Source: an optimization exercise on an open RTL-to-GDS flow (aim: small area, a short achievable clock period and few clock cycles per item). Production flows keep margins and buffers that such runs may drop.
Where RTL was checked, it was by simulation tests only, not by an equivalence proof against the original.
Power figures rest on the tool's default switching activity, not on a simulated workload.

== old ==
Design inline_markup_style_parser_core, start of the top module:
module inline_markup_style_parser_core (
	input  wire logic        clk,
	input  wire logic        arst_n,
	input  wire logic        items_valid,
	output logic             items_ready,
	input  wire logic [15:0] items_code,
	input  wire logic [1:0]  items_kind,
	output logic             results_valid,
	input  wire logic        results_ready,
	output logic [1:0]       results_event_res,
	output logic [15:0]      results_char_out,
	output logic             results_bold,
	output logic             results_italic,
	output logic             results_underline,
	output logic             results_strike,
	output logic             results_last
);
	localparam logic [3:0] PH_SKIP = 4'd12;
	localparam logic [3:0] PH_ERR  = 4'd13;
	localparam logic [2:0] P_NONE = 3'd0;
	localparam logic [2:0] P_BS   = 3'd1;
	localparam logic [2:0] P_LT   = 3'd2;
	localparam logic [2:0] P_TL   = 3'd3;
	localparam logic [2:0] P_ST1  = 3'd4;
	localparam logic [2:0] P_ST2  = 3'd5;
	localparam int SB = imsp_pkg::ST_BOLD;
	localparam int SI = imsp_pkg::ST_ITALIC;
	localparam int SU = imsp_pkg::ST_UNDER;
	localparam int SS = imsp_pkg::ST_STRIKE;
	logic        s_v, i_v;
	logic [15:0] s_code, i_code;
	logic        s_nc, i_nc;
	logic [1:0]  i_kind;
	logic [3:0]  ph_q;
	logic        body_q;
	logic        first_q, zero_q, cent_q, step_q;
	logic [2:0]  pend_q;
	logic [3:0]  sty_q;
  ...
clock: 11.0 ns
lec_check: 0
cap_margin: 20
core_margin: 2
core_utilization: 60
slew_margin: 20
standard.sh (not shown) runs the stock make flow with config.mk's settings and CLKGATE_MAP_FILE= SYNTH_SCRIPT=/design/flow/synth_recipe.tcl, a recipe that flattens the netlist after the stock synthesis.
==> flow/flow/run.sh <==
#!/bin/bash
# Standard synthesis, unchanged; then the standard ORFS layout steps with
# the settings below.
set -euo pipefail
bash standard.sh synth > synth.log 2>&1
bash standard.sh \
  BUFFER_PORTS_ARGS=-buffer_cell\ sky130_fd_sc_hd__buf_2 \
  SETUP_SLACK_MARGIN=7.9 \
  CTS_ARGS=-sink_clustering_enable\ -repair_clock_nets\ -dont_use_dummy_load \
  finish > layout.log 2>&1
The inputs of new differ from those of old as listed below.
diff --git a/flow/design.v b/flow/design.v
--- a/flow/design.v
+++ b/flow/design.v
@@ -265,26 +265,30 @@
 							end
 						end
 					end
 				end
 			end
 			default: ;
 		endcase
 	end
 	logic adv, bcent_q;
-	logic pre_para, pp_q, pp_last;
-	assign pre_para = adv && !step_q && in_body && k_eol && !zero_q
-		&& (pend_q != P_BS) && (pend_q != P_TL)
-		&& acc && (items_kind == imsp_pkg::KIND_CHAR || items_kind == imsp_pkg::KIND_EOL);
-	assign pp_last  = (items_kind == imsp_pkg::KIND_EOL)
-		|| (items_code == imsp_pkg::CH_BSLASH) || (items_code == imsp_pkg::CH_STAR)
-		|| (items_code == imsp_pkg::CH_UNDER) || (items_code == imsp_pkg::CH_TILDE);
-	assign two     = has_a && b_v;
+	logic pre_ok, pre_para, pp_q, pp_last;
+	assign pre_ok   = i_v && !step_q && in_body && k_eol && !zero_q
+		&& (pend_q != P_BS) && (pend_q != P_TL);
+	assign pre_para = pre_ok && items_valid && rdy_q && !items_kind[1];
+	assign pp_last  = items_kind[0]
+		|| ((items_code[15:8] == 8'h00) && (items_code[7:0] == 8'h5C || items_code[7:0] == 8'h2A
+		|| items_code[7:0] == 8'h5F || items_code[7:0] == 8'h7E));
+	logic plain;
+	assign plain = !(is_bs || (is_lt && cent_q) || is_st || is_ul || is_tl);
+	assign two   = in_body && k_char && (
+		(zero_q && !first_q && !pp_q && (is_gt || plain))
+		|| ((pend_q == P_TL || pend_q == P_LT) && plain));
 	assign adv     = i_v && or_free;
 	assign consume = adv && (step_q || !two);
 	assign i_free  = !i_v || consume;
 	logic        e_v, e_last, e_a;
 	logic [1:0]  e_ev;
 	logic [15:0] e_ch;
 	logic [3:0]  e_sty;
 	assign e_a    = has_a && !step_q;
 	assign e_v    = i_v && (step_q || has_a || b_v);
@@ -350,20 +354,20 @@
 		end
 		if (i_free) begin
 			i_code <= s_v ? s_code : u_code;
 			i_nc   <= s_v ? s_nc : u_nc;
 		end
 		if (adv && !step_q) begin
 			bcent_q <= (b_ev == imsp_pkg::EV_CENTRE);
 		end
 		if (or_free) begin
-			o_last <= pre_para ? pp_last : e_last;
-			o_ev   <= pre_para ? imsp_pkg::EV_PARA : e_ev;
+			o_last <= pre_ok ? pp_last : e_last;
+			o_ev   <= {e_ev[1], e_ev[0] || pre_para};
 			o_ch   <= e_ch;
 			o_sty  <= e_sty;
 		end
 	end
 	assign results_valid     = o_v;
 	assign results_event_res = o_ev;
 	assign results_char_out  = o_ch;
 	assign results_bold      = o_sty[SB];
 	assign results_italic    = o_sty[SI];
- new completed end to end with timing, DRC and antenna clean.
- Taking old as the reference point, the top fanout value on the critical path of new falls by 2.
- Relative to old, cell depth of the worst setup path has decreased by 2 in new.
- Delta (new minus old): clock network fraction of total power went up by 3.5 points, worst setup slack went up by 0.019 ns, buffer count from post-CTS setup fixing went down by 7.
- Taking old as the reference, in new post-placement worst setup slack +0.27 ns, clock power ~0 delta, met3 capacity usage during global routing -2.4 points.
Testbench counts of new, summed over its fixed seeds: cycles 40,349, items 40,240.
No functional check of the RTL was part of old.

[port drivers added, routing unchanged]
The flow's constraints put no driver on any port. The routed layouts listed below were extracted and timed again, unchanged, in two steps.
Step 1: set_driving_cell puts a clkbuf_16 on clk and a buf_2 on each other input, an assumption about the parent block.
Step 2, shift: input delay + t, output delay - t, t = (earliest + latest rising clock arrival at the registers) / 2. This alone moves slack from input paths to output paths.
Three values: no drivers, after step 1, after step 2; two values: the first two.
run	t (ns)	setup WS [ns]	worst setup path after step 2	worst data-port slew with drivers (ns)
old	0.380	7.884 / 7.874 / 7.503	input to register	0.04
new	0.381	7.903 / 7.872 / 7.519	input to register	0.04
After both steps setup and hold are still met in every run listed. For new, which loses most, drivers alone change the setup slack by -0.031 ns; drivers and shift together by -0.384 ns.
